Background: an optimization exercise with open tools, aiming at small area and a short achievable clock period. Do not read the settings as production practice. RTL that was checked went through simulation tests only; none was proved equivalent to the original.

==> flow/design.v <==
module muldiv_engine #(
    parameter int MULT_CYCLES = 5,
    parameter int DIV_CYCLES  = 10
) (
    input  logic        clk,
    input  logic        reset,
    input  logic        start,
    input  logic [2:0]  op,
    input  logic [31:0] d1,
    input  logic [31:0] d2,
    input  logic        flush,
    output logic        busy,
    output logic [31:0] hi,
    output logic [31:0] lo
);
    logic        busy_reg;
    logic [3:0]  cnt_reg;
    logic        is_div_reg, sgn_reg, sa_reg, bprev_reg;
    logic        dpre_reg, dstep_reg, last_reg, busy_out_reg;
    logic [31:0] a_reg, l_reg;
    logic [33:0] h_reg;
    logic [31:0] hi_reg, lo_reg;
    assign busy = busy_out_reg;
    assign hi   = hi_reg;
    assign lo   = lo_reg;
    wire accept = start && !flush && !busy_reg && (op != 3'd0) && (op != 3'd7);
    wire op_md  = (op == 3'd1) || (op == 3'd2) || (op == 3'd3) || (op == 3'd4);
    wire last     = last_reg;
    wire div_pre  = dpre_reg;
    wire div_step = dstep_reg;
    logic sb_reg;
    wire sb       = sb_reg;
    wire dz       = (a_reg == 32'd0);
    wire [34:0] m35  = {{3{sgn_reg & a_reg[31]}}, a_reg};
    wire [34:0] m35x2 = {m35[33:0], 1'b0};
    localparam int BLK = 7;
    function automatic logic [34:0] add35(input logic [34:0] x, input logic [34:0] y,
                                          input logic cin);
        logic [34:0] s;
        logic        c, s0, pre, cblk;
        c = cin; pre = 1'b1; cblk = 1'b0;
        for (int i = 0; i < 35; i++) begin
            if (i % BLK == 0 && i != 0) begin
                c = 1'b0; pre = 1'b1;
            end
            s0 = x[i] ^ y[i] ^ c;
            c  = (x[i] & y[i]) | (c & (x[i] ^ y[i]));
            s[i] = (i < BLK) ? s0 : (s0 ^ (cblk & pre));
            pre  = pre & s0;
            if (i % BLK == BLK - 1) cblk = (i < BLK) ? c : (c | (pre & cblk));
        end
        add35 = s;
    endfunction
    function automatic logic [31:0] cneg32(input logic [31:0] x, input logic neg);
        logic [31:0] s;
        logic        z;
        z = 1'b0;
        for (int i = 0; i < 32; i++) begin
            s[i] = x[i] ^ (neg & z);
            z    = z | x[i];
        end
        cneg32 = s;
    endfunction
    logic [34:0] t [0:3];
    logic [3:0]  qb;
    logic [7:0]  pbits;
    always_comb begin
        for (int j = 0; j < 4; j++) begin
            logic [34:0] x, y;
            logic        one, two, neg, b2, b1, b0, rs;
            if (j == 0) begin
                rs = h_reg[33];
                if (div_step) x = {h_reg[32], h_reg[32:0], l_reg[31]};
                else          x = {h_reg[33], h_reg};
            end else begin
                rs = t[j-1][34];
                if (div_step) x = {t[j-1][32], t[j-1][32:0], l_reg[31-j]};
                else          x = {t[j-1][34], t[j-1][34], t[j-1][34:2]};
            end
            b2 = l_reg[2*j+1];
            b1 = l_reg[2*j];
            b0 = (j == 0) ? bprev_reg : l_reg[2*j-1];
            if (is_div_reg) begin
                if (last) begin
                    one = rs; two = 1'b0; neg = rs & sb;          
                end else begin
                    one = 1'b1; two = 1'b0; neg = ~(rs ^ sb);     
                end
            end else if (last) begin
                one = bprev_reg & ~sgn_reg; two = 1'b0; neg = 1'b0;   
            end else begin
                one = b1 ^ b0;
                two = (b2 & ~b1 & ~b0) | (~b2 & b1 & b0);
                neg = b2;
            end
            y = (({35{one}} & m35) | ({35{two}} & m35x2)) ^ {35{neg}};
            t[j] = add35(x, y, neg);
            qb[3-j] = ~t[j][34];
            pbits[2*j+1 -: 2] = t[j][1:0];
        end
    end
    wire        neg_l  = div_pre ? (sgn_reg & l_reg[31]) : (is_div_reg & (sa_reg ^ sb));
    wire [31:0] l_neg  = cneg32(l_reg, neg_l);
    wire        neg_h  = is_div_reg & sa_reg;
    wire [31:0] h_res  = cneg32(t[0][31:0], neg_h);
    always_ff @(posedge clk) begin
        if (!busy_reg) begin
            a_reg      <= d2;
            l_reg      <= d1;
            h_reg      <= 34'd0;
            bprev_reg  <= 1'b0;
            sgn_reg    <= (op == 3'd1) || (op == 3'd3);
            sb_reg     <= ((op == 3'd1) || (op == 3'd3)) && d2[31];
            is_div_reg <= (op == 3'd3) || (op == 3'd4);
            if (op == 3'd1 || op == 3'd2) cnt_reg <= 4'd5;
            else                          cnt_reg <= 4'd10;
            dpre_reg   <= (op == 3'd3) || (op == 3'd4);
            dstep_reg  <= (op == 3'd3) || (op == 3'd4);
            last_reg   <= 1'b0;
        end else begin
            cnt_reg   <= cnt_reg - 4'd1;
            dpre_reg  <= 1'b0;
            dstep_reg <= is_div_reg && (cnt_reg != 4'd2);
            last_reg  <= (cnt_reg == 4'd2);
            if (div_pre) begin
                l_reg  <= l_neg;
                sa_reg <= sgn_reg & l_reg[31];
            end else if (!last) begin
                if (is_div_reg) begin
                    h_reg <= t[3][33:0];
                    l_reg <= {l_reg[27:0], qb};
                end else begin
                    h_reg     <= {t[3][34], t[3][34:2]};
                    l_reg     <= {pbits, l_reg[31:8]};
                    bprev_reg <= l_reg[7];
                end
            end
        end
        if (reset) begin
            busy_reg <= 1'b0;
            busy_out_reg <= 1'b0;
            hi_reg   <= 32'd0;
            lo_reg   <= 32'd0;
        end else if (!busy_reg) begin
            busy_reg <= accept && op_md;
            busy_out_reg <= start && !flush && op_md;
            if (accept && op == 3'd5) hi_reg <= d1;
            if (accept && op == 3'd6) lo_reg <= d1;
        end else if (last) begin
            busy_reg <= 1'b0;
            busy_out_reg <= 1'b0;
            if (!(is_div_reg && dz)) begin
                hi_reg <= h_res;
                lo_reg <= l_neg;
            end
        end
    end
endmodule
export LEC_CHECK = 0
export CAP_MARGIN = 20
export CORE_MARGIN = 2
export CORE_UTILIZATION = 40
export SLEW_MARGIN = 20
create_clock -name core_clock -period 130.0 [get_ports {clk}]
standard.sh (not shown) runs the stock make flow with config.mk's settings and CLKGATE_MAP_FILE= SYNTH_SCRIPT=/design/flow/synth_recipe.tcl, a recipe that flattens the netlist after the stock synthesis.
==> flow/flow/run.sh <==
#!/bin/bash
# Standard ORFS layout, with plain buf_1 cells as the port buffers.
set -euo pipefail
export BUFFER_PORTS_ARGS="-buffer_cell sky130_fd_sc_hd__buf_1"
bash standard.sh finish > standard.log 2>&1
==> next run, changes <==
--- a/flow/design.v
+++ b/flow/design.v
@@ -13,26 +13,24 @@
     output logic [31:0] hi,
     output logic [31:0] lo
 );
     logic        busy_reg;
     logic [3:0]  cnt_reg;
     logic        is_div_reg, sgn_reg, sa_reg, bprev_reg;
-    logic        dpre_reg, dstep_reg, last_reg, busy_out_reg;
     logic [31:0] a_reg, l_reg;
     logic [33:0] h_reg;
     logic [31:0] hi_reg, lo_reg;
-    assign busy = busy_out_reg;
+    assign busy = busy_reg;
     assign hi   = hi_reg;
     assign lo   = lo_reg;
     wire accept = start && !flush && !busy_reg && (op != 3'd0) && (op != 3'd7);
     wire op_md  = (op == 3'd1) || (op == 3'd2) || (op == 3'd3) || (op == 3'd4);
-    wire last     = last_reg;
-    wire div_pre  = dpre_reg;
-    wire div_step = dstep_reg;
-    logic sb_reg;
-    wire sb       = sb_reg;
+    wire last     = (cnt_reg == 4'd1);
+    wire div_pre  = is_div_reg && (cnt_reg == 4'd10);
+    wire div_step = is_div_reg && !last;
+    wire sb       = sgn_reg & a_reg[31];
     wire dz       = (a_reg == 32'd0);
     wire [34:0] m35  = {{3{sgn_reg & a_reg[31]}}, a_reg};
     wire [34:0] m35x2 = {m35[33:0], 1'b0};
     localparam int BLK = 7;
     function automatic logic [34:0] add35(input logic [34:0] x, input logic [34:0] y,
                                           input logic cin);
@@ -107,24 +105,17 @@
         if (!busy_reg) begin
             a_reg      <= d2;
             l_reg      <= d1;
             h_reg      <= 34'd0;
             bprev_reg  <= 1'b0;
             sgn_reg    <= (op == 3'd1) || (op == 3'd3);
-            sb_reg     <= ((op == 3'd1) || (op == 3'd3)) && d2[31];
             is_div_reg <= (op == 3'd3) || (op == 3'd4);
             if (op == 3'd1 || op == 3'd2) cnt_reg <= 4'd5;
             else                          cnt_reg <= 4'd10;
-            dpre_reg   <= (op == 3'd3) || (op == 3'd4);
-            dstep_reg  <= (op == 3'd3) || (op == 3'd4);
-            last_reg   <= 1'b0;
         end else begin
-            cnt_reg   <= cnt_reg - 4'd1;
-            dpre_reg  <= 1'b0;
-            dstep_reg <= is_div_reg && (cnt_reg != 4'd2);
-            last_reg  <= (cnt_reg == 4'd2);
+            cnt_reg <= cnt_reg - 4'd1;
             if (div_pre) begin
                 l_reg  <= l_neg;
                 sa_reg <= sgn_reg & l_reg[31];
             end else if (!last) begin
                 if (is_div_reg) begin
                     h_reg <= t[3][33:0];
@@ -135,23 +126,20 @@
                     bprev_reg <= l_reg[7];
                 end
             end
         end
         if (reset) begin
             busy_reg <= 1'b0;
-            busy_out_reg <= 1'b0;
             hi_reg   <= 32'd0;
             lo_reg   <= 32'd0;
         end else if (!busy_reg) begin
             busy_reg <= accept && op_md;
-            busy_out_reg <= start && !flush && op_md;
             if (accept && op == 3'd5) hi_reg <= d1;
             if (accept && op == 3'd6) lo_reg <= d1;
         end else if (last) begin
             busy_reg <= 1'b0;
-            busy_out_reg <= 1'b0;
             if (!(is_div_reg && dz)) begin
                 hi_reg <= h_res;
                 lo_reg <= l_neg;
             end
         end
     end
Final area hardly moves.
Maximum frequency came out higher by a few percent.
Wire length came out higher slightly.
Core utilization stays flat.
Die area stays flat.
Setup slack gets better by 0.74 ns.
Final cell count came out higher by a few percent.
Via count came out higher by a few percent.
Only the layout flow was run in the first run of this note; the RTL was not checked for function there.


// muldiv_engine: RTL as listed in full above, without the edits since
export LEC_CHECK = 0
export ABC_AREA = 1
export CAP_MARGIN = 20
export CORE_MARGIN = 2
export CORE_UTILIZATION = 40
export CTS_BUF_LIST = sky130_fd_sc_hd__clkbuf_8
export CTS_CLUSTER_SIZE = 40
export SLEW_MARGIN = 20
create_clock -name core_clock -period 130.0 [get_ports {clk}]
==> flow/flow/run.sh <==
#!/bin/bash
# Standard ORFS layout, with plain buf_1 cells as the port buffers, and the repair steps
# asked to leave setup slack to spare at the design's clock period.
set -euo pipefail
export BUFFER_PORTS_ARGS="-buffer_cell sky130_fd_sc_hd__buf_1"
export SETUP_SLACK_MARGIN=102.8
bash standard.sh finish > standard.log 2>&1
Change:
--- a/flow/design.v
+++ b/flow/design.v
@@ -32,9 +32,9 @@
     wire sb       = sb_reg;
     wire dz       = (a_reg == 32'd0);
     wire [34:0] m35  = {{3{sgn_reg & a_reg[31]}}, a_reg};
     wire [34:0] m35x2 = {m35[33:0], 1'b0};
-    localparam int BLK = 7;
+    localparam int BLK = 6;
     function automatic logic [34:0] add35(input logic [34:0] x, input logic [34:0] y,
                                           input logic cin);
         logic [34:0] s;
         logic        c, s0, pre, cblk;
Via count shrinks by about 1.4%.
Synthesized area grows by about 1.1%.
Cell area shrinks by 2.4%.
Utilization shrinks by 1.3 points.
Global-route usage shrinks by 0.21 points.
Final cell count stays flat.
Setup slack got worse by 20 ps.
No functional check of the RTL was part of the first run of this note.


muldiv_engine, a different RTL version from the one above (not shown whole).
For scale: ~2200 cells after synthesis, ~180 flip-flops, roughly 18000 um^2 of cells after synthesis.
==> module muldiv_engine, before the edit <==
module muldiv_engine #(
    parameter int MULT_CYCLES = 5,
    parameter int DIV_CYCLES  = 10
) (
    input  logic        clk,
    input  logic        reset,
    input  logic        start,
    input  logic [2:0]  op,
    input  logic [31:0] d1,
    input  logic [31:0] d2,
    input  logic        flush,
    output logic        busy,
    output logic [31:0] hi,
    output logic [31:0] lo
);
    logic        busy_reg;
    logic [3:0]  cnt_reg;
    logic        is_div_reg, sgn_reg, sa_reg, bprev_reg;
    logic        dpre_reg, dstep_reg, last_reg, busy_out_reg;
    logic [31:0] a_reg, l_reg;
    logic [33:0] h_reg;
    logic [31:0] hi_reg, lo_reg;
    assign busy = busy_out_reg;
    assign hi   = hi_reg;
    assign lo   = lo_reg;
    wire accept = start && !flush && !busy_reg && (op != 3'd0) && (op != 3'd7);
    wire op_md  = (op == 3'd1) || (op == 3'd2) || (op == 3'd3) || (op == 3'd4);
    wire last     = last_reg;
    wire div_pre  = dpre_reg;
    wire div_step = dstep_reg;
    logic sb_reg;
    wire sb       = sb_reg;
    wire dz       = (a_reg == 32'd0);
    wire [34:0] m35  = {{3{sgn_reg & a_reg[31]}}, a_reg};
    wire [34:0] m35x2 = {m35[33:0], 1'b0};
    localparam int BLK = 5;
    function automatic logic [34:0] add35(input logic [34:0] x, input logic [34:0] y,
                                          input logic cin);
        logic [34:0] s;
        logic        c, s0, pre, cblk;
        c = cin; pre = 1'b1; cblk = 1'b0;
        for (int i = 0; i < 35; i++) begin
            if (i % BLK == 0 && i != 0) begin
                c = 1'b0; pre = 1'b1;
            end
            s0 = x[i] ^ y[i] ^ c;
            c  = (x[i] & y[i]) | (c & (x[i] ^ y[i]));
            s[i] = (i < BLK) ? s0 : (s0 ^ (cblk & pre));
            pre  = pre & s0;
            if (i % BLK == BLK - 1) cblk = (i < BLK) ? c : (c | (pre & cblk));
        end
        add35 = s;
    endfunction
    function automatic logic [31:0] cneg32(input logic [31:0] x, input logic neg);
        logic [31:0] s;
        logic        z;
        z = 1'b0;
        for (int i = 0; i < 32; i++) begin
            s[i] = x[i] ^ (neg & z);
            z    = z | x[i];
        end
        cneg32 = s;
    endfunction
    logic [34:0] t [0:3];
    logic [3:0]  qb;
    logic [7:0]  pbits;
    always_comb begin
        for (int j = 0; j < 4; j++) begin
            logic [34:0] x, y;
            logic        one, two, neg, b2, b1, b0, rs;
            if (j == 0) begin
                rs = h_reg[33];
                if (div_step) x = {h_reg[32], h_reg[32:0], l_reg[31] & ~div_pre};
                else          x = {h_reg[33], h_reg};
            end else begin
                rs = t[j-1][34];
                if (div_step) x = {t[j-1][32], t[j-1][32:0], l_reg[31-j] & ~div_pre};
                else          x = {t[j-1][34], t[j-1][34], t[j-1][34:2]};
            end
            b2 = l_reg[2*j+1];
            b1 = l_reg[2*j];
            b0 = (j == 0) ? bprev_reg : l_reg[2*j-1];
            if (is_div_reg) begin
                if (last) begin
                    one = rs; two = 1'b0; neg = rs & sb;          
                end else begin
                    one = 1'b1; two = 1'b0; neg = ~(rs ^ sb);     
                end
            end else if (last) begin
                one = bprev_reg & ~sgn_reg; two = 1'b0; neg = 1'b0;   
            end else begin
                one = b1 ^ b0;
                two = (b2 & ~b1 & ~b0) | (~b2 & b1 & b0);
                neg = b2;
            end
            y = (({35{one}} & m35) | ({35{two}} & m35x2)) ^ {35{neg}};
            t[j] = add35(x, y, neg);
            qb[3-j] = ~t[j][34];
            pbits[2*j+1 -: 2] = t[j][1:0];
        end
    end
    wire        neg_l  = div_pre ? (sgn_reg & l_reg[31]) : (is_div_reg & (sa_reg ^ sb));
    wire [31:0] l_neg  = cneg32(l_reg, neg_l);
    wire        neg_h  = is_div_reg & sa_reg;
    wire [31:0] h_res  = cneg32(t[0][31:0], neg_h);
    always_ff @(posedge clk) begin
        if (!busy_reg) begin
            a_reg      <= d2;
            l_reg      <= d1;
            h_reg      <= 34'd0;
            bprev_reg  <= 1'b0;
            sgn_reg    <= (op == 3'd1) || (op == 3'd3);
            sb_reg     <= ((op == 3'd1) || (op == 3'd3)) && d2[31];
            is_div_reg <= (op == 3'd3) || (op == 3'd4);
            if (op == 3'd1 || op == 3'd2) cnt_reg <= 4'd5;
            else                          cnt_reg <= 4'd10;
            dpre_reg   <= (op == 3'd3) || (op == 3'd4);
            dstep_reg  <= (op == 3'd3) || (op == 3'd4);
            last_reg   <= 1'b0;
        end else begin
            cnt_reg   <= cnt_reg - 4'd1;
            dpre_reg  <= 1'b0;
            dstep_reg <= is_div_reg && (cnt_reg != 4'd2);
            last_reg  <= (cnt_reg == 4'd2);
            if (is_div_reg) h_reg <= t[3][33:0];
            else            h_reg <= {t[3][34], t[3][34:2]};
            if (div_pre) begin
                l_reg  <= l_neg;
                sa_reg <= sgn_reg & l_reg[31];
            end else if (is_div_reg) begin
                l_reg <= {l_reg[27:0], qb};
            end else begin
                l_reg     <= {pbits, l_reg[31:8]};
                bprev_reg <= l_reg[7];
            end
        end
        if (reset) begin
            busy_reg <= 1'b0;
            busy_out_reg <= 1'b0;
            hi_reg   <= 32'd0;
            lo_reg   <= 32'd0;
        end else if (!busy_reg) begin
            busy_reg <= accept && op_md;
            busy_out_reg <= start && !flush && op_md;
            if (accept && op == 3'd5) hi_reg <= d1;
            if (accept && op == 3'd6) lo_reg <= d1;
        end else if (last) begin
            busy_reg <= 1'b0;
            busy_out_reg <= 1'b0;
            if (!(is_div_reg && dz)) begin
                hi_reg <= h_res;
                lo_reg <= l_neg;
            end
        end
    end
endmodule
export LEC_CHECK = 0
export ABC_AREA = 1
export CAP_MARGIN = 20
export CORE_MARGIN = 2
export CORE_UTILIZATION = 50
export SLEW_MARGIN = 20
create_clock -name core_clock -period 130.0 [get_ports {clk}]
==> flow/flow/run.sh <==
#!/bin/bash
# Standard ORFS layout, with plain buf_1 cells as the port buffers, the repair steps
# asked to leave setup slack to spare at the design's clock period, and larger clock
# sink clusters (fewer leaf clock buffers).
set -euo pipefail
export BUFFER_PORTS_ARGS="-buffer_cell sky130_fd_sc_hd__buf_1"
export SETUP_SLACK_MARGIN=102.8
export CTS_ARGS="-sink_clustering_enable -repair_clock_nets -dont_use_dummy_load -sink_clustering_size 30 -sink_clustering_max_diameter 150"
bash standard.sh finish > standard.log 2>&1
The starting point finished clean.
Next try:
--- a/flow/design.v
+++ b/flow/design.v
@@ -31,11 +31,11 @@
     logic sb_reg;
     wire sb       = sb_reg;
     wire dz       = (a_reg == 32'd0);
     wire [34:0] m35  = {{3{sgn_reg & a_reg[31]}}, a_reg};
     wire [34:0] m35x2 = {m35[33:0], 1'b0};
-    localparam int BLK = 5;
+    localparam int BLK = 7;
     function automatic logic [34:0] add35(input logic [34:0] x, input logic [34:0] y,
                                           input logic cin);
         logic [34:0] s;
         logic        c, s0, pre, cblk;
         c = cin; pre = 1'b1; cblk = 1'b0;
Outcome: The changed run ran to the end with no violations; area after synthesis goes down by 4.2%; die area goes down by 4.2%; sequential share of layout area goes up by 0.18 points.
No run of this note included a check of the RTL's function; only the layout flow was run.

[separate check: timing with driven ports]
In the flow no input, the clock included, has a driving cell. The finished layouts below were timed again as built, in two steps. Step 1 assumes that a clkbuf_16 drives the clock port and a buf_2 every other input. Step 2, shift: input delay + t, output delay - t, t = (earliest + latest rising clock arrival at the registers) / 2. This alone moves slack from input paths to output paths. Slacks: no drivers / after step 1 / after step 2; pairs: no drivers / after step 1.
run	t, ns	slack for setup (ns)	clock arrival spread, ns	slew at the worst register clock pin (ns)
the first run of note 1	0.564	101.653 / 101.682 / 101.118	0.015 / 0.015	0.08 / 0.08
the second run of note 1	0.552	102.393 / 102.393 / 102.101	0.020 / 0.020	0.08 / 0.08
the first run of note 2	0.595	102.852 / 102.801 / 102.407	0.029 / 0.028	0.12 / 0.12
the second run of note 2	0.615	102.832 / 102.784 / 102.351	0.034 / 0.033	0.12 / 0.12
the first run of note 3	0.505	102.974 / 102.919 / 102.508	0.040 / 0.040	0.09 / 0.09
the second run of note 3	0.504	102.910 / 102.854 / 102.476	0.021 / 0.021	0.08 / 0.08
After both steps every run listed still meets setup and hold. For the first run of note 1, which loses most, drivers alone change the setup slack by +0.029 ns; drivers and shift together by -0.535 ns.
